This design comes from an exercise in tuning for small area on the open sky130 flow, not from production work.
The RTL was checked by simulation tests, not by an equivalence proof against the original design.
No activity file was given, so power comes from the tool's default toggle rates. The clock port is modelled as an ideal driver; clocking choices that lean on that would not hold on a real chip.

--- config.mk ---
export PLATFORM = sky130hd
export DESIGN_NAME = freq_div_multi
export DESIGN_NICKNAME = freq_div_multi
export VERILOG_FILES = /design/flow/design.v
export SDC_FILE = /design/flow/constraint.sdc
export NUM_CORES = 4
export LEC_CHECK = 0
export CAP_MARGIN = 20
export CORE_MARGIN = 2
export CORE_UTILIZATION = 40
export SLEW_MARGIN = 20
--- constraint.sdc ---
create_clock -name core_clock -period 7.0 [get_ports {i_clk}]
set_input_delay 1.4000 -clock core_clock [delete_from_list [all_inputs] [get_ports {i_clk}]]
set_output_delay 1.4000 -clock core_clock [all_outputs]
set_load 0.01 [all_outputs]
--- design.v ---
package freq_div_pkg;
    localparam int unsigned CNT_W_DEF  = 32;
    localparam int unsigned MAX_CNT_W  = 64;
    localparam int unsigned MIN_PERIOD = 2;
    typedef logic [MAX_CNT_W-1:0] cnt_max_t;
    typedef enum logic [1:0] {
        CH_OFF  = 2'd0,
        CH_RUN  = 2'd1,
        CH_PEND = 2'd2
    } ch_state_e;
    function automatic logic [MAX_CNT_W-1:0] clamp_period(input logic [MAX_CNT_W-1:0] period);
        if (period < MAX_CNT_W'(MIN_PERIOD)) begin
            clamp_period = MAX_CNT_W'(MIN_PERIOD);
        end else begin
            clamp_period = period;
        end
    endfunction
endpackage
module freq_div_channel
#(
    parameter int unsigned CNT_W      = freq_div_pkg::CNT_W_DEF,
    parameter int unsigned DEF_PERIOD = 2,
    parameter int unsigned DEF_HIGH   = 1
) (
    input  logic             i_clk,
    input  logic             i_rst_n,
    input  logic             i_enable,
    input  logic             i_load,
    input  logic             i_sync,
    input  logic [CNT_W-1:0] i_period,
    input  logic [CNT_W-1:0] i_high,
    output logic             o_clk,
    output logic             o_tick,
    output logic             o_pending
);
    logic             run_q;       
    logic             pend_q;      
    logic             use_stg_q;   
    logic             clk_q, clk_d;
    logic             tick_q;
    logic [CNT_W-1:0] cnt_q;
    logic [CNT_W-1:0] act_per_q;
    logic [CNT_W-1:0] act_high_q;
    logic             act_hz_q;    
    logic [CNT_W-1:0] stg_per_q;
    logic [CNT_W-1:0] stg_high_q;
    logic             stg_hz_q;    
    logic             stg_h1_q;    
    logic [CNT_W-1:0] cnt_inc;
    logic [CNT_W-1:0] per_eff;
    logic             in_hz, in_h1;
    logic             wrap;
    logic             bnd;
    logic             apply;
    logic             new_hz;
    always_comb begin
        cnt_inc = cnt_q + CNT_W'(1);
        per_eff = CNT_W'(freq_div_pkg::clamp_period(freq_div_pkg::MAX_CNT_W'(act_per_q)));
        wrap    = (cnt_inc == per_eff);
        bnd     = !run_q || wrap || i_sync;
        apply   = !i_enable || bnd;
        in_hz   = (i_high == CNT_W'(0));
        in_h1   = (i_high == CNT_W'(1));
        if (i_load && apply)
            new_hz = in_hz;
        else if (pend_q || use_stg_q)
            new_hz = stg_hz_q;
        else
            new_hz = act_hz_q;
        if (!i_enable)
            clk_d = 1'b0;
        else if (bnd)
            clk_d = !new_hz;
        else if (use_stg_q)
            clk_d = clk_q && !stg_h1_q;           
        else
            clk_d = clk_q && (cnt_inc != act_high_q);
    end
    always_ff @(posedge i_clk or negedge i_rst_n) begin
        if (!i_rst_n) begin
            run_q      <= 1'b0;
            pend_q     <= 1'b0;
            use_stg_q  <= 1'b0;
            clk_q      <= 1'b0;
            tick_q     <= 1'b0;
            act_per_q  <= CNT_W'(DEF_PERIOD);
            act_high_q <= CNT_W'(DEF_HIGH);
            act_hz_q   <= (DEF_HIGH == 0);
        end else begin
            run_q     <= i_enable;
            pend_q    <= i_enable && !bnd && (i_load || pend_q);
            use_stg_q <= apply && (i_load || pend_q);
            clk_q     <= clk_d;
            tick_q    <= i_enable && bnd;
            if (use_stg_q) begin
                act_per_q  <= stg_per_q;
                act_high_q <= stg_high_q;
                act_hz_q   <= stg_hz_q;
            end
        end
    end
    always_ff @(posedge i_clk) begin
        cnt_q <= bnd ? '0 : cnt_inc;
        if (i_load) begin
            stg_per_q  <= i_period;
            stg_high_q <= i_high;
            stg_hz_q   <= in_hz;
            stg_h1_q   <= in_h1;
        end
    end
    assign o_clk     = clk_q;
    assign o_tick    = tick_q;
    assign o_pending = pend_q;
endmodule
module freq_div_multi
#(
    parameter int unsigned CHANNELS   = 4,
    parameter int unsigned CNT_W      = freq_div_pkg::CNT_W_DEF,
    parameter int unsigned DEF_PERIOD = 2,
    parameter int unsigned DEF_HIGH   = 1
) (
    input  logic                      i_clk,
    input  logic                      i_rst_n,
    input  logic [CHANNELS-1:0]       i_enable,
    input  logic [CHANNELS-1:0]       i_load,
    input  logic [CHANNELS*CNT_W-1:0] i_period,
    input  logic [CHANNELS*CNT_W-1:0] i_high,
    input  logic                      i_sync,
    output logic [CHANNELS-1:0]       o_clk,
    output logic [CHANNELS-1:0]       o_tick,
    output logic [CHANNELS-1:0]       o_pending
);
    logic sync_w;
    assign sync_w = i_sync;
    for (genvar c = 0; c < CHANNELS; c++) begin : g_ch
        freq_div_channel #(
            .CNT_W      (CNT_W),
            .DEF_PERIOD (DEF_PERIOD),
            .DEF_HIGH   (DEF_HIGH)
        ) u_ch (
            .i_clk     (i_clk),
            .i_rst_n   (i_rst_n),
            .i_enable  (i_enable[c]),
            .i_load    (i_load[c]),
            .i_sync    (sync_w),
            .i_period  (i_period[c*CNT_W +: CNT_W]),
            .i_high    (i_high[c*CNT_W +: CNT_W]),
            .o_clk     (o_clk[c]),
            .o_tick    (o_tick[c]),
            .o_pending (o_pending[c])
        );
    end
endmodule
--- run.sh ---
#!/bin/bash
# synth_recipe.tcl (not shown) runs the flow's synth.tcl, then flattens the netlist and writes it again
# the make line also repeats each setting of config.mk as NAME=value (left out here)
make -C /OpenROAD-flow-scripts/flow DESIGN_CONFIG=/design/flow/config.mk WORK_HOME=/design/flow/orfs CLKGATE_MAP_FILE= SYNTH_SCRIPT=/design/flow/synth_recipe.tcl finish
==> impl_metrics.csv, run 1 <==
group,metric,value,unit
power_and_ir_drop,p_per_area,270.0,nW/um^2
timing,finalCritPeriodShare,67.75,%
global_route,antenna_found_initial,8,
place,place.gp.congestion,0.9390,
route,via_per_inst,5.527,
timing,finClkSkew,21.83,ps
global_route,grt_overflow,0,
logic_synthesis,syn_inst,2622,
die,die_x,283.3,um
min_path,whs_path_depth,2,
logic_synthesis,ys_ff_latch,672,
logic_synthesis,syn-cell-area,31210,sq um
global_route,grt_first_pass_wirelength,136.4,mm
global_route,grt.total_usage,21.79,%
clock_tree,post_cts_buffers,0,
worst_setup_path,worstSetupStartpointType,"flop",
route,drt_iter0_drc,1656,
cells_and_area,fin_cells,3967,
clock_tree,ctsHoldBuffers,0,
route,wl_met3,4.698,mm
route,vias,21927,
timing,worst_pin_slew,1048,ps
flow_run,drv_cap,0,
worst_setup_path,arrival,5270,ps
cells_and_area,drive_gt1_share,15.17,%
global_route,grt_max_degree,135,
logic_synthesis,async_flop_share,41.67,%
cells_and_area,finalNetCount,3132,
power_and_ir_drop,ir_worst_vdd,144.2,uV
route,routedWlPerCell,22.12,um
logic_synthesis,synth.distinct_cells,89,
logic_synthesis,synth-main-ff-cell,"dfrtp_1",
worst_setup_path,critical_path_required,7530,ps
min_path,hp-class,"reg2reg",
timing,finalSetupTns,0,ps
route,highest_layer,"met5",
worst_setup_path,cp-end-kind,"flop",
clock_tree,cts_root_buffer,"clkbuf_16",
die,row_count,102,
route,drcViolationCount,0,
worst_setup_path,crit_fanout,36,
place,hpwl,64.42,mm
cells_and_area,final_common_cell,"clkdlybuf4s50_1",
logic_synthesis,yosys_warnings,1,
timing,slew_headroom,29.48,%
clock_tree,clkSlewWorstSetupHoldPaths,70,ps
clock_tree,cts_max_path_buffers,3,
place,port_buffers,278,
timing,fin_crit,4743,ps
timing,rsz0062_at_grt,"no",
worst_setup_path,reg2reg_to,"g_ch[3].u_ch.clk_q$_DFF_PN0_",
clock_tree,numCtsBuffers,77,
die,die_area,80280,sq um
min_path,hold_start,"g_ch[1].u_ch.stg_high_q[21]$_DFFE_PP_",
timing,report.final.slew_viol_count,0,
global_route,first_global_vias,22204,
clock_tree,clk-insertion-delay-late,630,ps
clock_tree,cts_resized,0,
clock_tree,clock_sinks,672,
cells_and_area,area_growth,19.95,%
die,io_pins,279,
outcome,status,"finished clean",
route,routed_wl,87.76,mm
logic_synthesis,avgSynthCellArea,11.90,sq um
timing,hold_viol_final,0,
logic_synthesis,synth_edf_count,264,
worst_setup_path,regToRegSetupSlack,2260,ps
cells_and_area,multi_input_area,12800,sq um
route,ant_nets,0,
power_and_ir_drop,cellLeakagePower,13.09,nW
cells_and_area,layout_common_cells,"clkdlybuf4s50_1 (273), dfrtp_1 (268), edfxtp_1 (264)",
route,wl_met1,40.63,mm
worst_setup_path,r2r_cells,9,
worst_setup_path,timing.rr.start,"g_ch[3].u_ch.cnt_q[0]$_SDFF_PP0_",
die,core_area,77340,sq um
clock_tree,htreeDepth,3,
route,firstDrtPassIters,5,
die,die_h,283.3,um
route,wl_met2,40.14,mm
cells_and_area,seqCellArea,17510,sq um
place,dpl.cell_count,3822,
die,start_util,40.36,%
timing,setup_viol,0,
logic_synthesis,syn_nets,2893,
clock_tree,cts_tree,"done",
logic_synthesis,synth-seq-area-share,56.09,%
worst_setup_path,path_class,"reg2reg",
cells_and_area,fill_cells,6943,
min_path,holdPathEnd,"g_ch[1].u_ch.act_high_q[21]$_DFFE_PN0P_",
timing,fmax,210.9,MHz
[cells by family after synthesis]
group                    Yosys count  synth area share [%]
XOR/XNOR                         330                 9.801
multiplexers                     273                 9.777
flip-flops                       672                 56.09
buffers and inverters            193                 2.918
AND/OR/NAND/NOR                  856                 14.67
AO/OA/AOI/OAI                    294                 6.590
adder cells (fa/ha/maj)            4                0.1603
[how the worst max path moves through the flow]
stage                                           startpoint                                end  slack (ps)  cells past startpoint
final                     g_ch[3].u_ch.cnt_q[0]$_SDFF_PP0_       g_ch[3].u_ch.clk_q$_DFF_PN0_        2260                      9
after floorplan           g_ch[0].u_ch.cnt_q[1]$_SDFF_PP0_  g_ch[0].u_ch.cnt_q[14]$_SDFF_PP0_        3420                     12
after CTS                 g_ch[3].u_ch.cnt_q[0]$_SDFF_PP0_       g_ch[3].u_ch.clk_q$_DFF_PN0_        2300                      9
after global routing      g_ch[3].u_ch.cnt_q[0]$_SDFF_PP0_       g_ch[3].u_ch.clk_q$_DFF_PN0_        1920                      9
after detailed placement  g_ch[3].u_ch.cnt_q[0]$_SDFF_PP0_       g_ch[3].u_ch.clk_q$_DFF_PN0_        2340                      9
after global placement    g_ch[0].u_ch.cnt_q[0]$_SDFF_PP0_       g_ch[0].u_ch.clk_q$_DFF_PN0_        2220                     11
[Yosys cell counts, types with 12 or more instances]
master	count	share of area (%)
or4_1	12	0.29
dfrtp_1	272	22
buf_6	12	0.43
buf_1	12	0.14
edfxtp_1	264	25
nand2b_1	24	0.48
xor2_1	125	3.5
xnor2_1	193	5.4
buf_2	21	0.34
nor2_1	202	2.4
a21oi_1	45	0.72
nand4_1	96	1.9
nand2_1	122	1.5
nor3_1	76	1.2
and2_1	16	0.32
and3_1	29	0.58
o21ai_0	77	1.2
buf_4	16	0.38
inv_1	50	0.60
dfxtp_1	128	8.2
nand3b_1	18	0.43
or3_1	13	0.26
nor2b_1	16	0.32
nand3_1	70	1.1
mux2_2	255	9.2
and4_1	16	0.45
a2111oi_0	15	0.42
clkbuf_1	81	0.97
o211ai_1	16	0.38
mux2i_1	18	0.58
nor4_1	103	2.1
[where the power goes]
part	switching, mW	leakage (nW)	total [mW]	internal (mW)
registers	0.374	6.89	4.85	4.47
logic	0.442	4.91	1.02	0.581
clock network	1.69	1.29	4.24	2.55
[flip-flops by register name, indices dropped and copies added, names as in the netlist]
signal	cells
g_ch.u_ch.use_stg_q	4
g_ch.u_ch.stg_high_q	128
g_ch.u_ch.run_q	4
g_ch.u_ch.clk_q	4
g_ch.u_ch.act_hz_q	4
g_ch.u_ch.cnt_q	128
g_ch.u_ch.act_per_q	128
g_ch.u_ch.stg_per_q	128
g_ch.u_ch.pend_q	4
g_ch.u_ch.act_high_q	128
g_ch.u_ch.stg_hz_q	4
g_ch.u_ch.tick_q	4
g_ch.u_ch.stg_h1_q	4
[per-layer routing]
metal  GRT usage [%]  vias to the layer above
li1                -                    10184
met1           31.14                    10936
met2           34.24                      671
met3           3.470                      130
met4           6.257                        6
met5               0                        -
[layout make-up]
class / count / share of cell area, %
flip-flops and latches: 672 / 46.77
diodes: 1 / 0.006684
clock inverters: 41 / 1.497
multi-input cells: 1757 / 34.19
clock buffers: 103 / 5.624
well taps: 1040 / 3.476
inverters: 50 / 0.5013
repair buffers: 303 / 7.927
[worst max-delay path, cell delays in order (launching register included)]
cell and delay (ps):
dfxtp_1 520, nand3_1 450, nor4_1 840, nand2_1 380, nand3b_1 170, o21ai_0 120, or4_1 530, nor4_1 450
a31o_2 880, mux2i_1 270
[metrics by stage]
step	cell area [sq um]	total power, mW	utilization [%]	setup slack [ps]	hold slack (ps)
2_1_floorplan	31210	5.388	-	3425	429.7
3_3_place_gp	34760	5.931	44.95	2219	447.5
3_5_place_dp	34770	5.949	44.96	2341	447.7
4_1_cts	37440	10.24	48.41	2299	459.9
5_1_grt	37440	10.53	48.41	1921	474.9
6_report	37440	10.11	48.41	2257	454.5
==> run 2: changes to the inputs <==
==> flow/run.sh (new file) <==
#!/bin/bash
# Layout flow: the standard ORFS flow, with two changes to how the
# layout is built:
#  - port buffers use the smallest buffer cell (every port is still buffered);
#  - clock tree synthesis does not add dummy loads.
# Each tool's full output goes to a log file in the work folder.
set -euo pipefail
export BUFFER_PORTS_ARGS="-buffer_cell sky130_fd_sc_hd__buf_1"
export CTS_ARGS="-sink_clustering_enable -repair_clock_nets -dont_use_dummy_load"
bash standard.sh synth > synth.log 2>&1
bash standard.sh finish > layout.log 2>&1
==> standard.sh (new file) <==
#!/bin/bash
# synth_recipe.tcl (not shown) runs the flow's synth.tcl, then flattens the netlist and writes it again
# the make line also repeats each setting of config.mk as NAME=value (left out here)
make -C /OpenROAD-flow-scripts/flow DESIGN_CONFIG=/design/flow/config.mk WORK_HOME=/design/flow/orfs CLKGATE_MAP_FILE= SYNTH_SCRIPT=/design/flow/synth_recipe.tcl "${@:-finish}"
removed: run.sh
==> run 2 against run 1 <==
Synthesized area unchanged. Still clean. Critical endpoint is now g_ch[1].u_ch.clk_q$_DFF_PN0_. First-iteration DRC count up 1.8%. Global-route usage down 0.99 points. Sequential cell count unchanged.
==> impl_metrics.csv, run 2 <==
group,metric,value,unit
logic_synthesis,syn-cell-area,31210,sq um
place,dpl.cell_count,3819,
clock_tree,ctsHoldBuffers,0,
timing,finalCritPeriodShare,68.93,%
min_path,holdPathEnd,"g_ch[1].u_ch.act_per_q[6]$_DFFE_PN0P_",
route,via_per_inst,5.591,
global_route,grt.total_usage,20.80,%
route,drcViolationCount,0,
timing,report.final.slew_viol_count,0,
die,row_count,102,
logic_synthesis,synth.area.top_cells,"edfxtp_1 (25%), dfrtp_1 (22%), mux2_2 (9.2%)",
cells_and_area,finalNetCount,3126,
logic_synthesis,synth_common_cells,"dfrtp_1 (272), edfxtp_1 (264), mux2_2 (255)",
logic_synthesis,synth.distinct_cells,89,
route,ant_nets,0,
logic_synthesis,synth-seq-area-share,56.09,%
logic_synthesis,yosysTopAreaCell,"edfxtp_1",
route,drt_iter0_drc,1686,
worst_setup_path,slowest_stage,"nor4_4",
logic_synthesis,synth_edf_count,264,
clock_tree,htreeDepth,3,
cells_and_area,layout_common_cells,"buf_1 (273), dfrtp_1 (268), edfxtp_1 (264)",
worst_setup_path,timing.rr.start,"g_ch[1].u_ch.cnt_q[0]$_SDFF_PP0_",
die,start_util,40.36,%
place,place.gp.congestion,0.9768,
route,routedWlPerCell,21.61,um
logic_synthesis,synth_compound_area_share,6.590,%
logic_synthesis,ys_ff_latch,672,
clock_tree,clkSlewWorstSetupHoldPaths,60,ps
logic_synthesis,async_flop_share,41.67,%
place,hpwl,61.57,mm
die,die_h,283.3,um
timing,finalSetupTns,0,ps
worst_setup_path,cpPeakStageDelay,710,ps
timing,final.setup.worst_slack,2175,ps
cells_and_area,fin_cells,3894,
worst_setup_path,r2r_cells,11,
clock_tree,cts_resized,0,
route,firstDrtPassIters,8,
cells_and_area,area_growth,11.83,%
global_route,first_global_vias,22112,
worst_setup_path,cp-end-kind,"flop",
min_path,hp-class,"reg2reg",
die,die_area,80280,sq um
global_route,grt_first_pass_wirelength,131.6,mm
clock_tree,cts_root_buffer,"clkbuf_16",
logic_synthesis,syn_nets,2893,
timing,hold-worst-slack,434.1,ps
worst_setup_path,path_cells,"ha_1 > nand3_1 > nor4_4 > nand3_2 > a221oi_1 > o2111ai_1 > or4_1 > nor4_1 > a211o_1 > buf_4 > mux2i_1",
die,io_pins,279,
flow_run,drv_cap,0,
clock_tree,clk-insertion-delay-late,620,ps
timing,fmax,207.3,MHz
min_path,whs_path_depth,2,
worst_setup_path,worstSetupStartpointType,"flop",
outcome,status,"finished clean",
route,vias,21770,
logic_synthesis,yosys_warnings,1,
worst_setup_path,reg2reg_to,"g_ch[1].u_ch.clk_q$_DFF_PN0_",
timing,worst_pin_slew,1099,ps
logic_synthesis,synth_fa_ha_area_share,0.1603,%
logic_synthesis,synth_top_family_by_area,"simple AND/OR/NAND/NOR gates",
power_and_ir_drop,finalPower,9.052,mW
logic_synthesis,yosysTopAreaCellShare,25.40,%
worst_setup_path,regToRegSetupSlack,2180,ps
global_route,grt_overflow,0,
clock_tree,post_cts_buffers,0,
clock_tree,numCtsBuffers,74,
cells_and_area,drive_gt1_share,13.92,%
worst_setup_path,crit_fanout,20,
route,routed_wl,84.14,mm
power_and_ir_drop,cellLeakagePower,11.95,nW
die,core_area,77340,sq um
place,port_buffers,278,
power_and_ir_drop,p_per_area,259.3,nW/um^2
timing,slew_headroom,26.72,%
timing,finClkSkew,40.45,ps
logic_synthesis,synth_xor_area_share,9.801,%
place,pre_cts_slack,2177,ps
worst_setup_path,path_class,"reg2reg",
cells_and_area,final_core_utilization,45.13,%
timing,setup_viol,0,
global_route,antenna_found_initial,6,
timing,hold_viol_final,0,
worst_setup_path,arrival,5340,ps
timing,rsz0062_at_grt,"no",
worst_setup_path,critical_path_required,7510,ps
logic_synthesis,synth_mux_area_share,9.777,%
logic_synthesis,syn_inst,2622,
clock_tree,clock_sinks,672,
logic_synthesis,avgSynthCellArea,11.90,sq um
clock_tree,cts_max_path_buffers,3,
logic_synthesis,synth-simple-area-share,14.67,%
power_and_ir_drop,ir_worst_vdd,168.8,uV
clock_tree,cts_tree,"done",
min_path,hold_start,"g_ch[1].u_ch.stg_per_q[6]$_DFFE_PP_",
global_route,grt_max_degree,146,
logic_synthesis,synth-main-ff-cell,"dfrtp_1",
die,die_x,283.3,um
logic_synthesis,yosysMostFrequentCell,"dfrtp_1",
cells_and_area,design_area,34910,sq um
place,placedInstanceArea,33050,sq um
cells_and_area,final_common_cell,"buf_1",
timing,fin_crit,4825,ps
## run 2: worst max-delay path by stage
stage                                startpoint                                 to  slack, ps
6_report       g_ch[1].u_ch.cnt_q[0]$_SDFF_PP0_       g_ch[1].u_ch.clk_q$_DFF_PN0_       2180
3_3_place_gp   g_ch[1].u_ch.cnt_q[0]$_SDFF_PP0_       g_ch[1].u_ch.clk_q$_DFF_PN0_       2290
3_5_place_dp   g_ch[1].u_ch.cnt_q[0]$_SDFF_PP0_       g_ch[1].u_ch.clk_q$_DFF_PN0_       2180
5_1_grt        g_ch[1].u_ch.cnt_q[0]$_SDFF_PP0_       g_ch[1].u_ch.clk_q$_DFF_PN0_       1880
2_1_floorplan  g_ch[0].u_ch.cnt_q[1]$_SDFF_PP0_  g_ch[0].u_ch.cnt_q[14]$_SDFF_PP0_       3420
4_1_cts        g_ch[1].u_ch.cnt_q[0]$_SDFF_PP0_       g_ch[1].u_ch.clk_q$_DFF_PN0_       2170
## run 2: critical path, delay by kind of cell, from the launching register on
family,cells,cell delay (ps)
AOI/OAI and AO/OA,3,1120
muxes,1,210
buffers and inverters,1,380
and+or+nand+nor,5,2200
adders and majority gates,1,340
DFF,1,490
## run 2: kinds of logic (layout without fill, tap and decap cells)
| family | after synthesis | after routing |
|---|---|---|
| and+or+nand+nor | 856 | 856 |
| xor gates and xnor gates | 330 | 330 |
| muxes | 273 | 273 |
| DFF | 672 | 672 |
| adders and majority gates | 4 | 4 |
| buffers and inverters | 193 | 424 |
| AOI/OAI and AO/OA | 294 | 294 |
| other | 0 | 1 |
## run 2: power breakdown
group | total (mW) | switching, mW | internal [mW]
registers | 4.84 | 0.365 | 4.47
logic | 0.917 | 0.436 | 0.480
clock network | 3.30 | 1.45 | 1.85
total | 9.05 | 2.25 | 6.80
## run 2: layout make-up
| cell class | count | area, sq um |
|---|---|---|
| antenna | 1 | 2.502 |
| clock buffer | 74 | 1852 |
| fill | 7268 | 42430 |
| inverter | 50 | 187.7 |
| multi-input combinational | 1757 | 12810 |
| sequential | 672 | 17510 |
| tap | 1040 | 1301 |
| timing repair buffer | 300 | 1242 |
## run 2: routing by layer
layer	part of all wire, %	vias to the layer above	GRT usage [%]
met5	0.084	-	0
met4	2.6	10	6.270
met3	6.5	156	3.824
met2	46	755	33.29
met1	44	10776	28.77
li1	-	10073	-
==> run 3: changes to the inputs <==
--- a/design.v
+++ b/design.v
@@ -37,4 +37,5 @@
     logic             pend_q;      
     logic             use_stg_q;   
+    logic             dflt_q;      
     logic             clk_q, clk_d;
     logic             tick_q;
@@ -53,13 +54,15 @@
     logic             bnd;
     logic             apply;
+    logic             take_new;
     logic             new_hz;
     always_comb begin
-        cnt_inc = cnt_q + CNT_W'(1);
-        per_eff = CNT_W'(freq_div_pkg::clamp_period(freq_div_pkg::MAX_CNT_W'(act_per_q)));
-        wrap    = (cnt_inc == per_eff);
-        bnd     = !run_q || wrap || i_sync;
-        apply   = !i_enable || bnd;
-        in_hz   = (i_high == CNT_W'(0));
-        in_h1   = (i_high == CNT_W'(1));
+        cnt_inc  = cnt_q + CNT_W'(1);
+        per_eff  = CNT_W'(freq_div_pkg::clamp_period(freq_div_pkg::MAX_CNT_W'(act_per_q)));
+        wrap     = dflt_q ? cnt_q[0] : (cnt_inc == per_eff);
+        bnd      = !run_q || wrap || i_sync;
+        apply    = !i_enable || bnd;
+        take_new = apply && (i_load || pend_q);
+        in_hz    = (i_high == CNT_W'(0));
+        in_h1    = (i_high == CNT_W'(1));
         if (i_load && apply)
             new_hz = in_hz;
@@ -67,5 +70,5 @@
             new_hz = stg_hz_q;
         else
-            new_hz = act_hz_q;
+            new_hz = act_hz_q && !dflt_q;
         if (!i_enable)
             clk_d = 1'b0;
@@ -74,4 +77,6 @@
         else if (use_stg_q)
             clk_d = clk_q && !stg_h1_q;           
+        else if (dflt_q)
+            clk_d = 1'b0;                         
         else
             clk_d = clk_q && (cnt_inc != act_high_q);
@@ -79,23 +84,17 @@
     always_ff @(posedge i_clk or negedge i_rst_n) begin
         if (!i_rst_n) begin
-            run_q      <= 1'b0;
-            pend_q     <= 1'b0;
-            use_stg_q  <= 1'b0;
-            clk_q      <= 1'b0;
-            tick_q     <= 1'b0;
-            act_per_q  <= CNT_W'(DEF_PERIOD);
-            act_high_q <= CNT_W'(DEF_HIGH);
-            act_hz_q   <= (DEF_HIGH == 0);
+            run_q     <= 1'b0;
+            pend_q    <= 1'b0;
+            use_stg_q <= 1'b0;
+            dflt_q    <= 1'b1;
+            clk_q     <= 1'b0;
+            tick_q    <= 1'b0;
         end else begin
             run_q     <= i_enable;
             pend_q    <= i_enable && !bnd && (i_load || pend_q);
-            use_stg_q <= apply && (i_load || pend_q);
+            use_stg_q <= take_new;
+            dflt_q    <= dflt_q && !take_new;
             clk_q     <= clk_d;
             tick_q    <= i_enable && bnd;
-            if (use_stg_q) begin
-                act_per_q  <= stg_per_q;
-                act_high_q <= stg_high_q;
-                act_hz_q   <= stg_hz_q;
-            end
         end
     end
@@ -107,4 +106,9 @@
             stg_hz_q   <= in_hz;
             stg_h1_q   <= in_h1;
+        end
+        if (use_stg_q) begin
+            act_per_q  <= stg_per_q;
+            act_high_q <= stg_high_q;
+            act_hz_q   <= stg_hz_q;
         end
     end
==> flow/run.sh (replaced) <==
#!/bin/bash
# Layout flow: the standard ORFS flow, with two changes to how the
# layout is built:
#  - port buffers use the smallest buffer cell (every port is still buffered);
#  - clock tree synthesis uses clkbuf_8 leaf clusters of at most 16 sinks
#    and adds no dummy loads.
# Each tool's full output goes to a log file in the work folder.
set -euo pipefail
export BUFFER_PORTS_ARGS="-buffer_cell sky130_fd_sc_hd__buf_1"
export CTS_ARGS="-sink_clustering_enable -repair_clock_nets -dont_use_dummy_load -buf_list sky130_fd_sc_hd__clkbuf_8 -sink_clustering_size 16 -sink_clustering_max_diameter 60"
bash standard.sh synth > synth.log 2>&1
bash standard.sh finish > layout.log 2>&1
==> run 3 against run 2 <==
Clock skew up 67 ps. Sequential power down 1%. Utilization down 1.3 points. Global-route usage down 0.32 points. Worst setup slack better by 110 ps. Synthesized area down 4.3%. Synthesized cell count down 11%. Via count down 8.5%. Total power down 20%. Sequential share of layout area up 8.0 points. Critical path depth down 2. Highest routed layer unchanged. Largest cell class unchanged. Non-clock buffer count down 7.
==> impl_metrics.csv, run 3 <==
group,metric,value,unit
place,hpwl,60.28,mm
worst_setup_path,timing.rr.start,"g_ch[0].u_ch.cnt_q[5]$_SDFF_PP0_",
timing,fin_crit,4715,ps
die,io_pins,279,
die,start_util,40.27,%
timing,finalCritPeriodShare,67.36,%
logic_synthesis,yosysTopAreaCell,"edfxtp_1",
logic_synthesis,synth-seq-area-share,63.27,%
logic_synthesis,ys_ff_latch,676,
logic_synthesis,synth.distinct_cells,88,
die,die_area,76900,sq um
route,drt_iter0_drc,1924,
global_route,grt_max_degree,70,
clock_tree,clkSlewWorstSetupHoldPaths,100,ps
global_route,grt.total_usage,20.48,%
route,via_per_inst,5.623,
logic_synthesis,synth_mux_area_share,0.7957,%
timing,slew_headroom,26.72,%
logic_synthesis,synth_top_family_by_area,"simple AND/OR/NAND/NOR gates",
logic_synthesis,syn_inst,2336,
clock_tree,cts_max_path_buffers,3,
power_and_ir_drop,cellLeakagePower,10.18,nW
clock_tree,cts_root_buffer,"clkbuf_8",
timing,finalSetupTns,0,ps
cells_and_area,drive_gt1_share,4.977,%
clock_tree,htreeDepth,2,
logic_synthesis,synth_edf_count,524,
outcome,status,"finished clean",
route,vias,19923,
logic_synthesis,syn_nets,2607,
route,firstDrtPassIters,6,
place,place.gp.congestion,0.9159,
clock_tree,ctsHoldBuffers,0,
logic_synthesis,synth-main-ff-cell,"edfxtp_1",
timing,report.final.slew_viol_count,0,
place,port_buffers,278,
cells_and_area,area_growth,8.878,%
route,routedWlPerCell,22.83,um
power_and_ir_drop,finalPower,7.207,mW
worst_setup_path,crit_fanout,32,
flow_run,drv_cap,0,
cells_and_area,finalNetCount,2845,
logic_synthesis,synth_compound_area_share,6.236,%
clock_tree,cts_resized,0,
timing,setup_viol,0,
cells_and_area,seqCellArea,18910,sq um
logic_synthesis,synth-simple-area-share,16.14,%
clock_tree,post_cts_buffers,0,
global_route,grt_overflow,0,
worst_setup_path,cpMostUsedCell,"nand4_1",
worst_setup_path,cp-end-kind,"flop",
route,drcViolationCount,0,
worst_setup_path,arrival,5200,ps
logic_synthesis,yosysMostFrequentCell,"edfxtp_1",
logic_synthesis,synth_xor_area_share,10.81,%
clock_tree,numCtsBuffers,60,
worst_setup_path,worstSetupStartpointType,"flop",
logic_synthesis,yosys_warnings,1,
worst_setup_path,path_class,"reg2reg",
cells_and_area,layout_common_cells,"edfxtp_1 (524), buf_1 (273), nor2_1 (194)",
worst_setup_path,cp_num_buf_inv,0,
power_and_ir_drop,p_per_area,221.5,nW/um^2
route,ant_nets,0,
logic_synthesis,synth_common_cells,"edfxtp_1 (524), nor2_1 (194), xnor2_1 (192)",
worst_setup_path,path_cells,"nand4_1 > or4_4 > or3_1 > xor2_1 > a2111o_1 > nor4_2 > nand4_1 > nand2_2 > a21oi_1",
die,die_x,277.3,um
logic_synthesis,synth.area.top_cells,"edfxtp_1 (53%), dfxtp_1 (8.6%), xnor2_1 (5.6%)",
min_path,hold_start,"g_ch[1].u_ch.stg_hz_q$_DFFE_PP_",
cells_and_area,fill_cells,6865,
timing,worst_pin_slew,1084,ps
worst_setup_path,slowest_stage,"or4_4",
die,row_count,100,
timing,finClkSkew,107.9,ps
min_path,hp-class,"reg2reg",
worst_setup_path,critical_path_required,7480,ps
clock_tree,clk-insertion-delay-late,730,ps
timing,hold_viol_final,0,
logic_synthesis,synth_fa_ha_area_share,0.1675,%
logic_synthesis,syn-cell-area,29880,sq um
global_route,first_global_vias,19333,
clock_tree,clock_sinks,676,
worst_setup_path,cp_top_family,"simple AND/OR/NAND/NOR gates",
logic_synthesis,avgSynthCellArea,12.79,sq um
global_route,grt_first_pass_wirelength,120.7,mm
die,die_h,277.3,um
cells_and_area,multi_input_area,10200,sq um
global_route,antenna_found_initial,6,
worst_setup_path,startpoint,"g_ch[0].u_ch.cnt_q[5]$_SDFF_PP0_",
route,routed_wl,80.88,mm
logic_synthesis,async_flop_share,3.550,%
die,core_area,74200,sq um
logic_synthesis,yosysTopAreaCellShare,52.67,%
power_and_ir_drop,ir_worst_vdd,166.1,uV
timing,rsz0062_at_grt,"no",
clock_tree,cts_tree,"done",
worst_setup_path,cpPeakStageDelay,860,ps
timing,fmax,212.1,MHz
cells_and_area,final_common_cell,"edfxtp_1",
## run 3: cell count changes after synthesis, moves of 16 or more
cell and delta:
mux2_2 -249, nand2_1 -28, clkbuf_1 -17, edfxtp_1 +260, xor2_1 -16, nand3_1 +21
o21ai_0 -32, dfrtp_1 -252
## run 3: layer usage
metal | share of wire [%] | track usage [%] | wire length [um] | up-vias
li1 | - | - | - | 9243
met1 | 46 | 30.32 | 37190 | 9785
met2 | 45 | 31.64 | 36160 | 772
met3 | 7.1 | 3.041 | 5715 | 115
met4 | 2.2 | 5.003 | 1765 | 8
met5 | 0.062 | 0 | 50 | -
## run 3: metrics by stage
step | hold WS [ps] | instance area [sq um] | instances | utilization [%] | worst slack, ps
final | 388.3 | 32530 | 3543 | 43.84 | 2285
after global placement | 400.7 | 31700 | 3481 | 42.72 | 2512
after detailed placement | 404.5 | 31700 | 3481 | 42.72 | 2386
after floorplan | 400.3 | 29880 | 2336 | - | 3761
after global routing | 397.5 | 32530 | 3543 | 43.84 | 2086
after CTS | 392.8 | 32520 | 3541 | 43.84 | 2308
## run 3: final timing paths
| path | cells past startpoint | endpoint | slack [ps] |
|---|---|---|---|
| setup / recovery | 9 | g_ch[0].u_ch.cnt_q[9]$_SDFF_PP0_ | 2280 |
| hold / removal | 0 | g_ch[1].u_ch.act_hz_q$_DFFE_PP_ | 390 |
| setup reg to reg | 9 | g_ch[0].u_ch.cnt_q[9]$_SDFF_PP0_ | 2280 |
| hold reg to reg | 0 | g_ch[1].u_ch.act_hz_q$_DFFE_PP_ | 390 |
| max in group asynchronous | 1 | g_ch[0].u_ch.use_stg_q$_DFF_PN0_ | 5520 |
| min in group asynchronous | 1 | g_ch[2].u_ch.clk_q$_DFF_PN0_ | 760 |
## run 3: kinds of logic after synthesis
logic type      count (synthesis)
mux                            23
xor+xnor                      327
simple gates                  878
flops                         676
fa+ha+maj                       4
buf+inv                       173
compound gates                255
## run 3: power breakdown
group	switching (mW)	internal, mW
Combinational	0.253	0.171
Sequential	0.167	4.62
Clock	1.23	0.756
## run 3: final cells by class
cell class,instances,area share (%)
clock buffers,60,2.539
inverters,56,0.6462
multi-input cells,1487,31.37
repair buffers,293,3.581
well taps,969,3.727
diodes,2,0.01539
flip-flops and latches,676,58.13
==> run 4: changes to the inputs <==
==> flow/run.sh (replaced) <==
#!/bin/bash
# Layout flow: the standard ORFS flow, with two changes to how the
# layout is built:
#  - port buffers use the smallest buffer cell (every port is still buffered);
#  - clock tree synthesis uses clkbuf_16 leaf clusters of at most 25 sinks
#    and adds no dummy loads.
# Each tool's full output goes to a log file in the work folder.
set -euo pipefail
export BUFFER_PORTS_ARGS="-buffer_cell sky130_fd_sc_hd__buf_1"
export CTS_ARGS="-sink_clustering_enable -repair_clock_nets -dont_use_dummy_load -buf_list sky130_fd_sc_hd__clkbuf_16 -sink_clustering_size 25 -sink_clustering_max_diameter 100"
bash standard.sh synth > synth.log 2>&1
bash standard.sh finish > layout.log 2>&1
--- a/config.mk
+++ b/config.mk
@@ -8,4 +8,4 @@
 export CAP_MARGIN = 20
 export CORE_MARGIN = 2
-export CORE_UTILIZATION = 40
+export CORE_UTILIZATION = 60
 export SLEW_MARGIN = 20
==> run 4 against run 3 <==
Synthesized area unchanged. Worst setup slack better by 160 ps. Sequential cell count unchanged. Maximum frequency up 3.5%. Global-route usage up 7.9 points. Non-clock buffer count down 1.
==> impl_metrics.csv, run 4 <==
group,metric,value,unit
outcome,status,"finished clean",
timing,finalCritPeriodShare,65.07,%
logic_synthesis,yosysMostFrequentCell,"edfxtp_1",
place,port_buffers,278,
timing,fmax,219.5,MHz
clock_tree,numCtsBuffers,31,
timing,finClkSkew,68.99,ps
worst_setup_path,reg2reg_to,"g_ch[0].u_ch.pend_q$_DFF_PN0_",
worst_setup_path,worstSetupStartpointType,"flop",
global_route,grt_max_degree,70,
clock_tree,clk-insertion-delay-late,640,ps
logic_synthesis,yosys_warnings,1,
timing,fin_crit,4555,ps
timing,hold_viol_final,0,
timing,report.final.slew_viol_count,0,
timing,slew_headroom,37.13,%
route,drcViolationCount,0,
min_path,whs_path_depth,0,
min_path,hold_start,"g_ch[2].u_ch.stg_high_q[28]$_DFFE_PP_",
logic_synthesis,syn_inst,2336,
worst_setup_path,timing.rr.start,"g_ch[0].u_ch.cnt_q[5]$_SDFF_PP0_",
die,row_count,81,
cells_and_area,final_common_cell,"edfxtp_1",
worst_setup_path,crit_fanout,32,
logic_synthesis,yosysTopAreaCellShare,52.67,%
route,vias,19832,
logic_synthesis,syn_nets,2607,
logic_synthesis,synth-main-ff-cell,"edfxtp_1",
flow_run,drv_cap,0,
worst_setup_path,slowest_stage,"or4_4",
cells_and_area,area_growth,7.417,%
place,dpl.cell_count,3175,
clock_tree,cts_resized,0,
clock_tree,ctsHoldBuffers,0,
route,routedWlPerCell,22.92,um
place,pre_cts_slack,2486,ps
clock_tree,htreeDepth,1,
global_route,grtUsageMet1,41.37,%
worst_setup_path,regToRegSetupSlack,2450,ps
die,core_area,49050,sq um
timing,worst_pin_slew,934.4,ps
clock_tree,cts_root_buffer,"clkbuf_16",
die,die_h,227.2,um
worst_setup_path,cpPeakStageDelay,840,ps
worst_setup_path,cpMostUsedCell,"nand4_1",
cells_and_area,fin_cells,3210,
place,place.gp.congestion,0.9738,
worst_setup_path,critical_path_required,7450,ps
logic_synthesis,async_flop_share,3.550,%
worst_setup_path,path_cells,"nand4_1 > or4_4 > or3_1 > xor2_1 > a2111o_1 > nor4_2 > nand4_1 > nand2_2 > nor3_1",
clock_tree,clkSlewWorstSetupHoldPaths,100,ps
die,start_util,60.91,%
cells_and_area,design_area,32090,sq um
timing,final.setup.worst_slack,2445,ps
cells_and_area,layout_common_cells,"edfxtp_1 (524), buf_1 (273), nor2_1 (194)",
logic_synthesis,syn-cell-area,29880,sq um
clock_tree,cts_tree,"done",
worst_setup_path,arrival,5000,ps
place,placedInstanceArea,31310,sq um
clock_tree,clock_sinks,676,
worst_setup_path,cp-end-kind,"flop",
global_route,grt_overflow,0,
global_route,grtUsageMet2,44.08,%
cells_and_area,fill_cells,3759,
route,routed_wl,73.59,mm
global_route,met3_usage,4.814,%
logic_synthesis,avgSynthCellArea,12.79,sq um
power_and_ir_drop,p_per_area,222.0,nW/um^2
logic_synthesis,synth.distinct_cells,88,
global_route,grt_first_pass_wirelength,111.0,mm
cells_and_area,finalNetCount,2815,
global_route,grt.total_usage,28.40,%
route,via_per_inst,6.178,
cells_and_area,drive_gt1_share,3.855,%
min_path,hp-class,"reg2reg",
timing,setup_viol,0,
die,io_pins,279,
logic_synthesis,synth-seq-area-share,63.27,%
timing,finalSetupTns,0,ps
power_and_ir_drop,cellLeakagePower,10.12,nW
route,drt_iter0_drc,1890,
clock_tree,post_cts_buffers,0,
worst_setup_path,r2r_cells,9,
global_route,top_usage_layer,"met2",
route,firstDrtPassIters,5,
logic_synthesis,synth_common_cells,"edfxtp_1 (524), nor2_1 (194), xnor2_1 (192)",
global_route,antenna_found_initial,7,
clock_tree,cts_max_path_buffers,3,
min_path,holdPathEnd,"g_ch[2].u_ch.act_high_q[28]$_DFFE_PP_",
logic_synthesis,ys_ff_latch,676,
die,die_area,51600,sq um
global_route,first_global_vias,18962,
worst_setup_path,path_class,"reg2reg",
place,hpwl,55.16,mm
logic_synthesis,synth_edf_count,524,
logic_synthesis,synth.area.top_cells,"edfxtp_1 (53%), dfxtp_1 (8.6%), xnor2_1 (5.6%)",
die,die_x,227.2,um
logic_synthesis,yosysTopAreaCell,"edfxtp_1",
timing,rsz0062_at_grt,"no",
route,ant_nets,0,
power_and_ir_drop,ir_worst_vdd,316.0,uV
-- run 4: cell counts after synthesis --
Identical to the previous run, type by type.
-- run 4: power breakdown --
part	total, mW	internal (mW)	leakage, nW	switching (mW)
Sequential	4.79	4.62	6.43	0.163
Combinational	0.416	0.171	3.31	0.245
Clock	1.92	0.787	0.382	1.14
Total	7.12	5.58	10.1	1.54
-- run 4: final cells by class --
type	instances	area [sq um]	area share [%]
flip-flops and latches	676	18910	58.92
multi-input cells	1487	10200	31.79
repair buffers	292	1155	3.598
well taps	664	830.8	2.589
clock buffers	31	775.7	2.417
inverters	56	210.2	0.6550
diodes	4	10.01	0.03119
-- run 4: how the worst max path moves through the flow --
| stage | from | to | cells after the start |
|---|---|---|---|
| 5_1_grt | g_ch[0].u_ch.cnt_q[5]$_SDFF_PP0_ | g_ch[0].u_ch.pend_q$_DFF_PN0_ | 9 |
| 2_1_floorplan | g_ch[0].u_ch.cnt_q[1]$_SDFF_PP0_ | g_ch[0].u_ch.cnt_q[12]$_SDFF_PP0_ | 12 |
| 3_3_place_gp | g_ch[1].u_ch.cnt_q[0]$_SDFF_PP0_ | g_ch[1].u_ch.tick_q$_DFF_PN0_ | 10 |
| 6_report | g_ch[0].u_ch.cnt_q[5]$_SDFF_PP0_ | g_ch[0].u_ch.pend_q$_DFF_PN0_ | 9 |
| 3_5_place_dp | g_ch[1].u_ch.cnt_q[0]$_SDFF_PP0_ | g_ch[1].u_ch.tick_q$_DFF_PN0_ | 10 |
| 4_1_cts | g_ch[0].u_ch.cnt_q[5]$_SDFF_PP0_ | g_ch[0].u_ch.pend_q$_DFF_PN0_ | 9 |
-- run 4: critical path: cells and delay by family (launching register included) --
family / cells / cell delay (ps)
flops: 1 / 610
simple gates: 7 / 3190
xor+xnor: 1 / 180
compound gates: 1 / 440
-- run 4: logic make-up after synthesis --
logic type | after synthesis | synth area share, %
buffers and inverters | 173 | 2.580
adder cells (fa/ha/maj) | 4 | 0.1675
AND/OR/NAND/NOR | 878 | 16.14
multiplexers | 23 | 0.7957
flip-flops | 676 | 63.27
XOR/XNOR | 327 | 10.81
AO/OA/AOI/OAI | 255 | 6.236
-- run 4: metrics by stage --
stage               utilization, %  power (mW)  hold WS, ps
finish                       65.43       7.124        409.1
global route                 65.43       7.372        418.8
CTS                          65.41       7.181        412.0
detailed placement           63.83       5.288        404.5
global placement             63.83       5.274        400.6
floorplan                        -       5.041        400.3
-- run 4: metal layers --
metal	routed length, um	share of wire (%)
met5	23	0.031
met4	2304	3.1
met3	5981	8.1
met2	33490	46
met1	31790	43
==> run 5: changes to the inputs <==
--- a/design.v
+++ b/design.v
@@ -49,4 +49,5 @@
     logic             stg_h1_q;    
     logic [CNT_W-1:0] cnt_inc;
+    logic [CNT_W:0]   cnt_cy;      
     logic [CNT_W-1:0] per_eff;
     logic             in_hz, in_h1;
@@ -57,7 +58,11 @@
     logic             new_hz;
     always_comb begin
-        cnt_inc  = cnt_q + CNT_W'(1);
+        cnt_cy[0] = 1'b1;
+        for (int i = 0; i < CNT_W; i++) begin
+            cnt_inc[i]  = cnt_q[i] ^ cnt_cy[i];
+            cnt_cy[i+1] = cnt_q[i] & cnt_cy[i];
+        end
         per_eff  = CNT_W'(freq_div_pkg::clamp_period(freq_div_pkg::MAX_CNT_W'(act_per_q)));
-        wrap     = dflt_q ? cnt_q[0] : (cnt_inc == per_eff);
+        wrap     = dflt_q ? cnt_q[0] : ((per_eff & ~cnt_inc) == '0);
         bnd      = !run_q || wrap || i_sync;
         apply    = !i_enable || bnd;
@@ -80,5 +85,5 @@
             clk_d = 1'b0;                         
         else
-            clk_d = clk_q && (cnt_inc != act_high_q);
+            clk_d = clk_q && ((act_high_q & ~cnt_inc) != '0);
     end
     always_ff @(posedge i_clk or negedge i_rst_n) begin
==> run 5 against run 4 <==
Still clean. Clock power about the same. Sequential power about the same. First-iteration DRC count fell by 52%. Via count decreased by 33%. Final cell count is 26% lower. Global-route usage down 4.1 points. Die area down 18%. Hold slack got worse by 47 ps. Utilization up 5.8 points. Maximum frequency decreased by 34%. Critical path type unchanged. Largest cell class unchanged. Largest power group unchanged.
==> impl_metrics.csv, run 5 <==
group,metric,value,unit
power_and_ir_drop,cellLeakagePower,10.19,nW
logic_synthesis,avgSynthCellArea,16.36,sq um
route,drt_iter0_drc,908,
worst_setup_path,worstSetupStartpointType,"flop",
global_route,grt_overflow,0,
die,die_area,42360,sq um
worst_setup_path,regToRegSetupSlack,150,ps
route,ant_nets,0,
worst_setup_path,r2r_cells,37,
timing,slew_headroom,30.62,%
route,routed_wl,51.65,mm
logic_synthesis,synth_common_cells,"edfxtp_1 (524), inv_1 (178), dfxtp_1 (128)",
route,via_per_inst,5.636,
logic_synthesis,yosysTopAreaCellShare,64.40,%
clock_tree,htreeDepth,1,
clock_tree,cts_max_path_buffers,3,
logic_synthesis,synth_edf_count,524,
logic_synthesis,async_flop_share,3.550,%
logic_synthesis,synth.area.top_cells,"edfxtp_1 (64%), dfxtp_1 (10%), ha_1 (6.1%)",
worst_setup_path,cp_top_family,"adder cells",
power_and_ir_drop,ir_worst_vdd,237.4,uV
global_route,grt.total_usage,24.33,%
cells_and_area,area_growth,16.58,%
timing,finClkSkew,47.48,ps
die,io_pins,279,
clock_tree,clock_sinks,676,
min_path,whs_path_depth,0,
global_route,antenna_found_initial,5,
outcome,status,"finished clean",
min_path,hold_start,"g_ch[1].u_ch.stg_per_q[31]$_DFFE_PP_",
timing,hold_viol_final,0,
cells_and_area,fin_cells,2365,
logic_synthesis,yosysTopAreaCell,"edfxtp_1",
die,die_h,205.8,um
global_route,grt_first_pass_wirelength,76.45,mm
route,firstDrtPassIters,5,
timing,fin_crit,6852,ps
worst_setup_path,cp-end-kind,"flop",
timing,fmax,145.9,MHz
logic_synthesis,yosysMostFrequentCell,"edfxtp_1",
logic_synthesis,syn_nets,1881,
timing,setup_viol,0,
min_path,holdPathEnd,"g_ch[1].u_ch.act_per_q[31]$_DFFE_PP_",
worst_setup_path,crit_fanout,8,
route,vias,13330,
logic_synthesis,ys_ff_latch,676,
clock_tree,numCtsBuffers,31,
min_path,hp-class,"reg2reg",
place,dpl.cell_count,2315,
logic_synthesis,synth-main-ff-cell,"edfxtp_1",
worst_setup_path,cp_num_buf_inv,1,
cells_and_area,layout_common_cells,"edfxtp_1 (524), buf_1 (273), inv_1 (177)",
die,row_count,73,
die,die_x,205.8,um
die,start_util,61.08,%
worst_setup_path,path_class,"reg2reg",
worst_setup_path,cp.depth,37,
power_and_ir_drop,p_per_area,247.0,nW/um^2
worst_setup_path,arrival,7350,ps
flow_run,drv_cap,0,
cells_and_area,fill_cells,2663,
timing,report.final.slew_viol_count,0,
place,port_buffers,278,
global_route,grt_max_degree,70,
clock_tree,clk-insertion-delay-late,600,ps
cells_and_area,finalNetCount,2226,
cells_and_area,final_common_cell,"edfxtp_1",
worst_setup_path,timing.rr.start,"g_ch[3].u_ch.cnt_q[0]$_SDFF_PP0_",
die,core_area,40010,sq um
logic_synthesis,synth.distinct_cells,42,
worst_setup_path,cpPeakStageDelay,360,ps
logic_synthesis,yosys_warnings,1,
clock_tree,clkSlewWorstSetupHoldPaths,100,ps
timing,worst_pin_slew,1041,ps
worst_setup_path,critical_path_required,7500,ps
cells_and_area,drive_gt1_share,13.01,%
route,drcViolationCount,0,
timing,finalCritPeriodShare,97.89,%
clock_tree,cts_root_buffer,"clkbuf_16",
logic_synthesis,synth-seq-area-share,77.36,%
worst_setup_path,cpMostUsedCell,"ha_4",
power_and_ir_drop,finalPower,7.036,mW
global_route,first_global_vias,13255,
place,place.gp.congestion,0.8951,
logic_synthesis,syn-cell-area,24430,sq um
place,placedInstanceArea,26540,sq um
route,routedWlPerCell,21.84,um
place,hpwl,37.44,mm
worst_setup_path,slowest_stage,"and4_4",
worst_setup_path,reg2reg_to,"g_ch[3].u_ch.cnt_q[22]$_SDFF_PP0_",
clock_tree,cts_tree,"done",
logic_synthesis,syn_inst,1494,
cells_and_area,design_area,28490,sq um
==> run 5: changes by cell type in the layout (fill, tap and decap cells not counted), moves of 69 or more <==
cell / previous run / this run
nand4_1: 90 / 21
xnor2_1: 192 / 1
nand3_1: 91 / 3
and2_1: 12 / 98
nand2_1: 94 / 14
inv_1: 56 / 177
xor2_1: 109 / 0
nor2_1: 194 / 46
==> run 5: area by class of cell <==
type / count / area, sq um / share of cell area (%)
Multi-Input combinational cell: 619 / 5871 / 20.61
Clock buffer: 31 / 775.7 / 2.723
Tap cell: 525 / 656.9 / 2.306
Inverter: 178 / 670.6 / 2.354
Timing Repair Buffer: 333 / 1592 / 5.587
Sequential cell: 676 / 18910 / 66.39
Antenna cell: 3 / 7.507 / 0.02635
==> run 5: stage by stage <==
stage / hold WS, ps / utilization (%) / setup TNS (ps) / worst slack (ps)
global route: 363.4 / 71.20 / -598.6 / -68.40
CTS: 362.0 / 70.21 / 0 / 3.937
global placement: 400.7 / 66.33 / -35090 / -373.6
floorplan: 400.3 / - / 0 / 11.94
detailed placement: 404.5 / 66.33 / -48020 / -572.0
finish: 362.0 / 71.20 / 0 / 147.7
==> run 5: what timing repair did <==
action	CTS	global route
setup buffers	4	4
endpoints found under the setup margin	144	137
gates cloned	8	1
resized for setup	113	49
hold buffers	0	0
pin swaps	53	14
==> run 5: worst max path at each step <==
stage,startpoint,end,slack [ps]
detailed placement,g_ch[3].u_ch.cnt_q[0]$_SDFF_PP0_,g_ch[3].u_ch.clk_q$_DFF_PN0_,-570
finish,g_ch[3].u_ch.cnt_q[0]$_SDFF_PP0_,g_ch[3].u_ch.cnt_q[22]$_SDFF_PP0_,150
global placement,g_ch[1].u_ch.cnt_q[0]$_SDFF_PP0_,g_ch[1].u_ch.cnt_q[28]$_SDFF_PP0_,-370
CTS,g_ch[3].u_ch.cnt_q[0]$_SDFF_PP0_,g_ch[3].u_ch.cnt_q[22]$_SDFF_PP0_,4
floorplan,g_ch[2].u_ch.cnt_q[0]$_SDFF_PP0_,g_ch[2].u_ch.cnt_q[11]$_SDFF_PP0_,10
global route,g_ch[3].u_ch.cnt_q[0]$_SDFF_PP0_,g_ch[3].u_ch.cnt_q[22]$_SDFF_PP0_,-70
==> run 5: cell families (layout without fill, tap and decap cells) <==
logic type	count (synthesis)	count (layout)	synth area share, %
DFF	676	676	77.36
other	0	3	0
muxes	12	12	0.4916
adders and majority gates	120	120	6.145
xor gates and xnor gates	4	4	0.1434
and+or+nand+nor	330	330	7.840
AOI/OAI and AO/OA	150	153	4.629
buffers and inverters	202	542	3.390
==> run 5: routing by layer <==
| layer | vias to the layer above | share of wire (%) | global-route usage [%] |
|---|---|---|---|
| met1 | 6473 | 42 | 33.98 |
| met5 | - | 0.052 | 0 |
| met2 | 493 | 48 | 39.06 |
| met3 | 104 | 6.4 | 4.355 |
| met4 | 4 | 3.5 | 8.265 |
| li1 | 6256 | - | - |
==> run 5: power breakdown <==
| part | total, mW | internal [mW] | leakage [nW] | switching (mW) |
|---|---|---|---|---|
| logic | 0.378 | 0.138 | 3.39 | 0.239 |
| clock network | 1.90 | 0.786 | 0.382 | 1.12 |
| registers | 4.76 | 4.64 | 6.43 | 0.116 |
| total | 7.04 | 5.56 | 10.2 | 1.47 |
==> run 6: changes to the inputs <==
==> flow/run.sh (replaced) <==
#!/bin/bash
# Layout flow: the standard ORFS flow, with two changes to how the
# layout is built:
#  - port buffers use the smallest buffer cell (every port is still buffered);
#  - clock tree synthesis uses clkbuf_16 leaf clusters of at most 30 sinks
#    and adds no dummy loads.
# Each tool's full output goes to a log file in the work folder.
set -euo pipefail
export BUFFER_PORTS_ARGS="-buffer_cell sky130_fd_sc_hd__buf_1"
export CTS_ARGS="-sink_clustering_enable -repair_clock_nets -dont_use_dummy_load -buf_list sky130_fd_sc_hd__clkbuf_16 -sink_clustering_size 30 -sink_clustering_max_diameter 100"
bash standard.sh synth > synth.log 2>&1
bash standard.sh finish > layout.log 2>&1
--- a/config.mk
+++ b/config.mk
@@ -8,4 +8,5 @@
 export CAP_MARGIN = 20
 export CORE_MARGIN = 2
-export CORE_UTILIZATION = 60
+export CORE_UTILIZATION = 75
+export PLACE_DENSITY = 0.8
 export SLEW_MARGIN = 20
==> run 6 against run 5 <==
Largest cell class unchanged. Count of clock-buffer cells in the layout shrank 5. Critical path depth grew 1. Register-to-register slack lost 100 ps. Utilization grew 17 points. Wire length grew 7.1%. Via count grew 6.7%. Still clean on timing, DRC and antenna. Sequential power is essentially flat.
==> impl_metrics.csv, run 6 <==
group,metric,value,unit
logic_synthesis,yosysTopAreaCell,"edfxtp_1",
route,routed_wl,55.30,mm
power_and_ir_drop,p_per_area,242.8,nW/um^2
route,vias,14220,
worst_setup_path,r2r_cells,38,
place,hpwl,37.16,mm
global_route,grtUsageMet1,41.19,%
global_route,grtUsageMet2,54.68,%
global_route,top_usage_layer,"met2",
logic_synthesis,synth.area.top_cells,"edfxtp_1 (64%), dfxtp_1 (10%), ha_1 (6.1%)",
logic_synthesis,yosys_warnings,1,
clock_tree,clk-insertion-delay-late,590,ps
timing,finClkSkew,40.37,ps
logic_synthesis,async_flop_share,3.550,%
worst_setup_path,worstSetupStartpointType,"flop",
clock_tree,numCtsBuffers,26,
power_and_ir_drop,cellLeakagePower,10.16,nW
logic_synthesis,ys_ff_latch,676,
clock_tree,htreeDepth,1,
power_and_ir_drop,ir_worst_vdd,223.9,uV
worst_setup_path,cpPeakStageDelay,360,ps
cells_and_area,drive_gt1_share,13.59,%
logic_synthesis,avgSynthCellArea,16.36,sq um
global_route,antenna_found_initial,3,
min_path,hold_start,"g_ch[1].u_ch.stg_per_q[18]$_DFFE_PP_",
logic_synthesis,syn-cell-area,24430,sq um
worst_setup_path,startpoint,"g_ch[2].u_ch.cnt_q[0]$_SDFF_PP0_",
route,ant_nets,0,
die,die_x,184.5,um
cells_and_area,area_growth,16.54,%
die,start_util,75.68,%
global_route,grt_overflow,0,
logic_synthesis,yosysMostFrequentCell,"edfxtp_1",
die,die_area,34040,sq um
cells_and_area,layout_common_cells,"edfxtp_1 (524), buf_1 (273), inv_1 (177)",
global_route,met3_usage,4.367,%
die,core_area,32290,sq um
logic_synthesis,syn_inst,1494,
global_route,grt_max_degree,70,
global_route,first_global_vias,14298,
clock_tree,ctsHoldBuffers,0,
timing,hold-worst-slack,393.1,ps
clock_tree,clock_sinks,676,
min_path,whs_path_depth,0,
timing,worst_pin_slew,1085,ps
route,drcViolationCount,0,
clock_tree,cts_max_path_buffers,3,
logic_synthesis,syn_nets,1881,
timing,setup_viol,0,
timing,hold_viol_final,0,
clock_tree,cts_root_buffer,"clkbuf_16",
route,routedWlPerCell,24.22,um
worst_setup_path,cpMostUsedCell,"ha_4",
cells_and_area,design_area,28480,sq um
timing,slew_headroom,27.64,%
timing,fin_crit,6955,ps
global_route,grt_first_pass_wirelength,79.46,mm
timing,finalCritPeriodShare,99.35,%
logic_synthesis,synth_edf_count,524,
cells_and_area,fin_cells,2283,
worst_setup_path,timing.rr.start,"g_ch[2].u_ch.cnt_q[0]$_SDFF_PP0_",
logic_synthesis,synth.distinct_cells,42,
logic_synthesis,synth-seq-area-share,77.36,%
die,row_count,66,
global_route,grt.total_usage,31.71,%
timing,report.final.slew_viol_count,0,
place,dpl.cell_count,2229,
clock_tree,clkSlewWorstSetupHoldPaths,110,ps
cells_and_area,final_common_cell,"edfxtp_1",
logic_synthesis,yosysTopAreaCellShare,64.40,%
flow_run,drv_cap,0,
route,drt_iter0_drc,1686,
worst_setup_path,cp-end-kind,"flop",
route,via_per_inst,6.229,
outcome,status,"finished clean",
logic_synthesis,synth_common_cells,"edfxtp_1 (524), inv_1 (178), dfxtp_1 (128)",
place,place.gp.congestion,0.9403,
worst_setup_path,path_class,"reg2reg",
logic_synthesis,synth-main-ff-cell,"edfxtp_1",
worst_setup_path,crit_fanout,11,
min_path,hp-class,"reg2reg",
die,io_pins,279,
worst_setup_path,arrival,7420,ps
worst_setup_path,slowest_stage,"dfxtp_2",
die,die_h,184.5,um
timing,finalSetupTns,0,ps
cells_and_area,finalNetCount,2228,
place,port_buffers,278,
clock_tree,cts_tree,"done",
place,placedInstanceArea,26420,sq um
route,firstDrtPassIters,9,
worst_setup_path,critical_path_required,7460,ps
timing,fmax,143.8,MHz
run 6: power by group:
| part | switching (mW) | internal, mW | total, mW |
|---|---|---|---|
| Combinational | 0.257 | 0.146 | 0.403 |
| Sequential | 0.119 | 4.64 | 4.76 |
| Clock | 1.08 | 0.670 | 1.75 |
run 6: cell families (layout without fill, tap and decap cells):
group           after synthesis  in the layout  share of synthesized area (%)
mux                          12             12                         0.4916
xor+xnor                      4              4                         0.1434
other cells                   0              2                              0
fa+ha+maj                   120            120                          6.145
flops                       676            676                          77.36
compound gates              150            153                          4.629
simple gates                330            330                          7.840
buf+inv                     202            544                          3.390
run 6: critical path, delay by kind of cell (launching register included):
| family | cells | cell delay, ps |
|---|---|---|
| fa+ha+maj | 30 | 5100 |
| compound gates | 3 | 580 |
| simple gates | 2 | 480 |
| flops | 1 | 360 |
| buf+inv | 3 | 340 |
run 6: timing repair:
action,in CTS,in global routing
resized for setup,123,66
gates cloned,10,0
setup buffers,7,9
pin swaps,55,22
endpoints found under the setup margin,144,144
run 6: path summary, 6_finish.rpt:
path	slack, ps	endpoint
setup / recovery	50	g_ch[2].u_ch.cnt_q[8]$_SDFF_PP0_
hold / removal	390	g_ch[1].u_ch.act_per_q[18]$_DFFE_PP_
setup reg to reg	50	g_ch[2].u_ch.cnt_q[8]$_SDFF_PP0_
hold reg to reg	390	g_ch[1].u_ch.act_per_q[18]$_DFFE_PP_
max in group asynchronous	5690	g_ch[1].u_ch.use_stg_q$_DFF_PN0_
min in group asynchronous	830	g_ch[3].u_ch.pend_q$_DFF_PN0_
run 6: layer usage:
| metal | share of wire (%) | up-vias |
|---|---|---|
| li1 | - | 6247 |
| met1 | 38 | 6956 |
| met2 | 50 | 859 |
| met3 | 7.3 | 156 |
| met4 | 4.7 | 2 |
| met5 | 0.024 | - |
run 6: final cells by class:
type | count | area, sq um
antenna | 2 | 5.005
fill | 1273 | 3811
clock buffer | 26 | 650.6
tap | 442 | 553.0
sequential | 676 | 18910
multi-input combinational | 619 | 6008
timing repair buffer | 340 | 1678
inverter | 178 | 668.1
run 6: stage by stage:
step / util [%] / total power, mW / worst slack, ps
finish: 88.20 / 6.913 / 45.44
CTS: 86.53 / 6.895 / 1.047
detailed placement: 81.83 / 5.183 / -514.3
global placement: 81.83 / 5.154 / -416.5
floorplan: - / 4.952 / 11.94
global route: 88.20 / 7.092 / -48.82
==> run 7: changes to the inputs <==
--- a/design.v
+++ b/design.v
@@ -40,5 +40,5 @@
     logic             clk_q, clk_d;
     logic             tick_q;
-    logic [CNT_W-1:0] cnt_q;
+    logic [CNT_W-1:0] ncnt1_q;     
     logic [CNT_W-1:0] act_per_q;
     logic [CNT_W-1:0] act_high_q;
@@ -48,6 +48,6 @@
     logic             stg_hz_q;    
     logic             stg_h1_q;    
-    logic [CNT_W-1:0] cnt_inc;
-    logic [CNT_W:0]   cnt_cy;      
+    logic [CNT_W-1:0] ncnt1_dec;
+    logic [CNT_W:0]   cnt_nbw;     
     logic [CNT_W-1:0] per_eff;
     logic             in_hz, in_h1;
@@ -58,11 +58,11 @@
     logic             new_hz;
     always_comb begin
-        cnt_cy[0] = 1'b1;
+        cnt_nbw[0] = 1'b0;
         for (int i = 0; i < CNT_W; i++) begin
-            cnt_inc[i]  = cnt_q[i] ^ cnt_cy[i];
-            cnt_cy[i+1] = cnt_q[i] & cnt_cy[i];
+            ncnt1_dec[i] = !(ncnt1_q[i] ^ cnt_nbw[i]);
+            cnt_nbw[i+1] = ncnt1_q[i] || cnt_nbw[i];
         end
         per_eff  = CNT_W'(freq_div_pkg::clamp_period(freq_div_pkg::MAX_CNT_W'(act_per_q)));
-        wrap     = dflt_q ? cnt_q[0] : ((per_eff & ~cnt_inc) == '0);
+        wrap     = dflt_q ? !ncnt1_q[1] : ((per_eff & ncnt1_q) == '0);
         bnd      = !run_q || wrap || i_sync;
         apply    = !i_enable || bnd;
@@ -85,5 +85,5 @@
             clk_d = 1'b0;                         
         else
-            clk_d = clk_q && ((act_high_q & ~cnt_inc) != '0);
+            clk_d = clk_q && ((act_high_q & ncnt1_q) != '0);
     end
     always_ff @(posedge i_clk or negedge i_rst_n) begin
@@ -105,5 +105,5 @@
     end
     always_ff @(posedge i_clk) begin
-        cnt_q <= bnd ? '0 : cnt_inc;
+        ncnt1_q <= bnd ? {{(CNT_W-1){1'b1}}, 1'b0} : ncnt1_dec;
         if (i_load) begin
             stg_per_q  <= i_period;
--- a/config.mk
+++ b/config.mk
@@ -8,5 +8,4 @@
 export CAP_MARGIN = 20
 export CORE_MARGIN = 2
-export CORE_UTILIZATION = 75
-export PLACE_DENSITY = 0.8
+export CORE_UTILIZATION = 60
 export SLEW_MARGIN = 20
==> run 7 against run 6 <==
Still clean on timing, DRC and antenna. Worst setup slack improved by 710 ps. Count of clock-buffer cells in the layout unchanged. Clock power about the same. Synthesized area decreased by 1.9%. Final cell count decreased by 1.9%. Design area decreased by 8.2%. Register-to-register slack improved by 710 ps. Maximum frequency increased by 11%. Non-clock buffer count decreased by 53. Clock skew decreased by 9.0 ps. Sequential power about the same. Total power decreased by 1.6%. Largest power group unchanged.
==> impl_metrics.csv, run 7 <==
group,metric,value,unit
worst_setup_path,reg2reg_to,"g_ch[0].u_ch.ncnt1_q[31]$_SDFF_PP1_",
route,firstDrtPassIters,5,
worst_setup_path,cp_num_buf_inv,1,
die,die_area,41560,sq um
global_route,grt.total_usage,23.30,%
place,pre_cts_slack,711.3,ps
logic_synthesis,syn-cell-area,23970,sq um
timing,hold_viol_final,0,
min_path,hp-class,"reg2reg",
logic_synthesis,yosysTopAreaCellShare,65.66,%
cells_and_area,final_core_utilization,66.11,%
power_and_ir_drop,ir_worst_vdd,264.5,uV
min_path,whs_path_depth,0,
timing,setup_viol,0,
die,io_pins,279,
worst_setup_path,timing.rr.start,"g_ch[0].u_ch.ncnt1_q[0]$_SDFF_PP0_",
power_and_ir_drop,power_frac_seq,70.1,%
die,row_count,73,
logic_synthesis,synth_common_cells,"edfxtp_1 (524), inv_1 (132), nand2_1 (132)",
route,ant_nets,0,
logic_synthesis,synth-main-ff-cell,"edfxtp_1",
power_and_ir_drop,clkPwrFrac,25.6,%
outcome,status,"finished clean",
logic_synthesis,syn_inst,1428,
logic_synthesis,yosysMostFrequentCell,"edfxtp_1",
global_route,grt_overflow,0,
worst_setup_path,path_class,"reg2reg",
clock_tree,cts_tree,"done",
route,vias,12530,
logic_synthesis,avgSynthCellArea,16.78,sq um
worst_setup_path,slowest_stage,"dfxtp_1",
place,hpwl,35.47,mm
cells_and_area,fill_cells,2830,
cells_and_area,area_growth,9.105,%
-- run 7: cell types whose count changed in the layout (fill, tap and decap cells not counted), sizes merged, moves of 46 or more --
cell,previous run,this run
a22oi,6,82
o22ai,58,0
inv,178,132
and2,98,4
buf,335,283
nand2,14,132
-- run 7: how the worst max path moves through the flow --
stage	from	to	slack [ps]	cells after the start
2_1_floorplan	g_ch[3].u_ch.ncnt1_q[0]$_SDFF_PP0_	g_ch[3].u_ch.ncnt1_q[31]$_SDFF_PP1_	1170	33
3_3_place_gp	g_ch[1].u_ch.ncnt1_q[0]$_SDFF_PP0_	g_ch[1].u_ch.ncnt1_q[31]$_SDFF_PP1_	870	33
3_5_place_dp	g_ch[0].u_ch.ncnt1_q[0]$_SDFF_PP0_	g_ch[0].u_ch.ncnt1_q[31]$_SDFF_PP1_	710	33
4_1_cts	g_ch[0].u_ch.ncnt1_q[0]$_SDFF_PP0_	g_ch[0].u_ch.ncnt1_q[31]$_SDFF_PP1_	710	33
5_1_grt	g_ch[0].u_ch.ncnt1_q[0]$_SDFF_PP0_	g_ch[0].u_ch.ncnt1_q[31]$_SDFF_PP1_	380	33
6_report	g_ch[0].u_ch.ncnt1_q[0]$_SDFF_PP0_	g_ch[0].u_ch.ncnt1_q[31]$_SDFF_PP1_	760	33
-- run 7: layout make-up --
cell class,count,area (sq um),area share (%)
Clock buffer,26,650.6,2.488
Tap cell,525,656.9,2.512
Multi-Input combinational cell,592,4309,16.48
Inverter,132,495.5,1.895
Antenna cell,1,2.502,0.009570
Sequential cell,676,18910,72.31
Timing Repair Buffer,287,1125,4.302
-- run 7: power by group through the flow --
stage	clock, mW	sequential, mW	combinational [mW]
floorplan	0	4.82	0.121
global placement	0	4.86	0.292
detailed placement	0	4.86	0.298
CTS	1.79	4.77	0.299
global route	1.92	4.79	0.331
finish	1.74	4.77	0.295
-- run 7: worst register-to-register path: cells and delay by family (launching register included) --
| family | cells | cell delay (ps) |
|---|---|---|
| flops | 1 | 400 |
| xor+xnor | 1 | 140 |
| buf+inv | 1 | 70 |
| fa+ha+maj | 30 | 5460 |
| simple gates | 1 | 60 |
-- run 7: kinds of logic after synthesis --
group / synth area share, %
flip-flops: 78.88
AND/OR/NAND/NOR: 6.072
AO/OA/AOI/OAI: 5.325
adder cells (fa/ha/maj): 6.265
multiplexers: 0.1671
XOR/XNOR: 0.1462
buffers and inverters: 3.148
-- run 7: metal layers --
layer	vias up	GRT usage, %	routed length, um
li1	5937	-	-
met1	6105	33.21	20520
met2	413	37.96	22750
met3	75	3.444	2832
met4	0	6.543	1366
met5	-	0	0
-- run 7: per-stage QoR --
step / cells / hold WS (ps)
finish: 2239 / 395.4
global route: 2238 / 397.4
CTS: 2238 / 388.8
detailed placement: 2212 / 404.5
global placement: 2211 / 401.7
floorplan: 1428 / 400.3

Check on run 7: ideal ports give 0.756 ns setup slack; a clkbuf_16 on the clock port and buf_2 on the inputs give 0.756 ns; moving port delays by the midpoint clock arrival (0.629 ns) as well gives 0.756 ns.
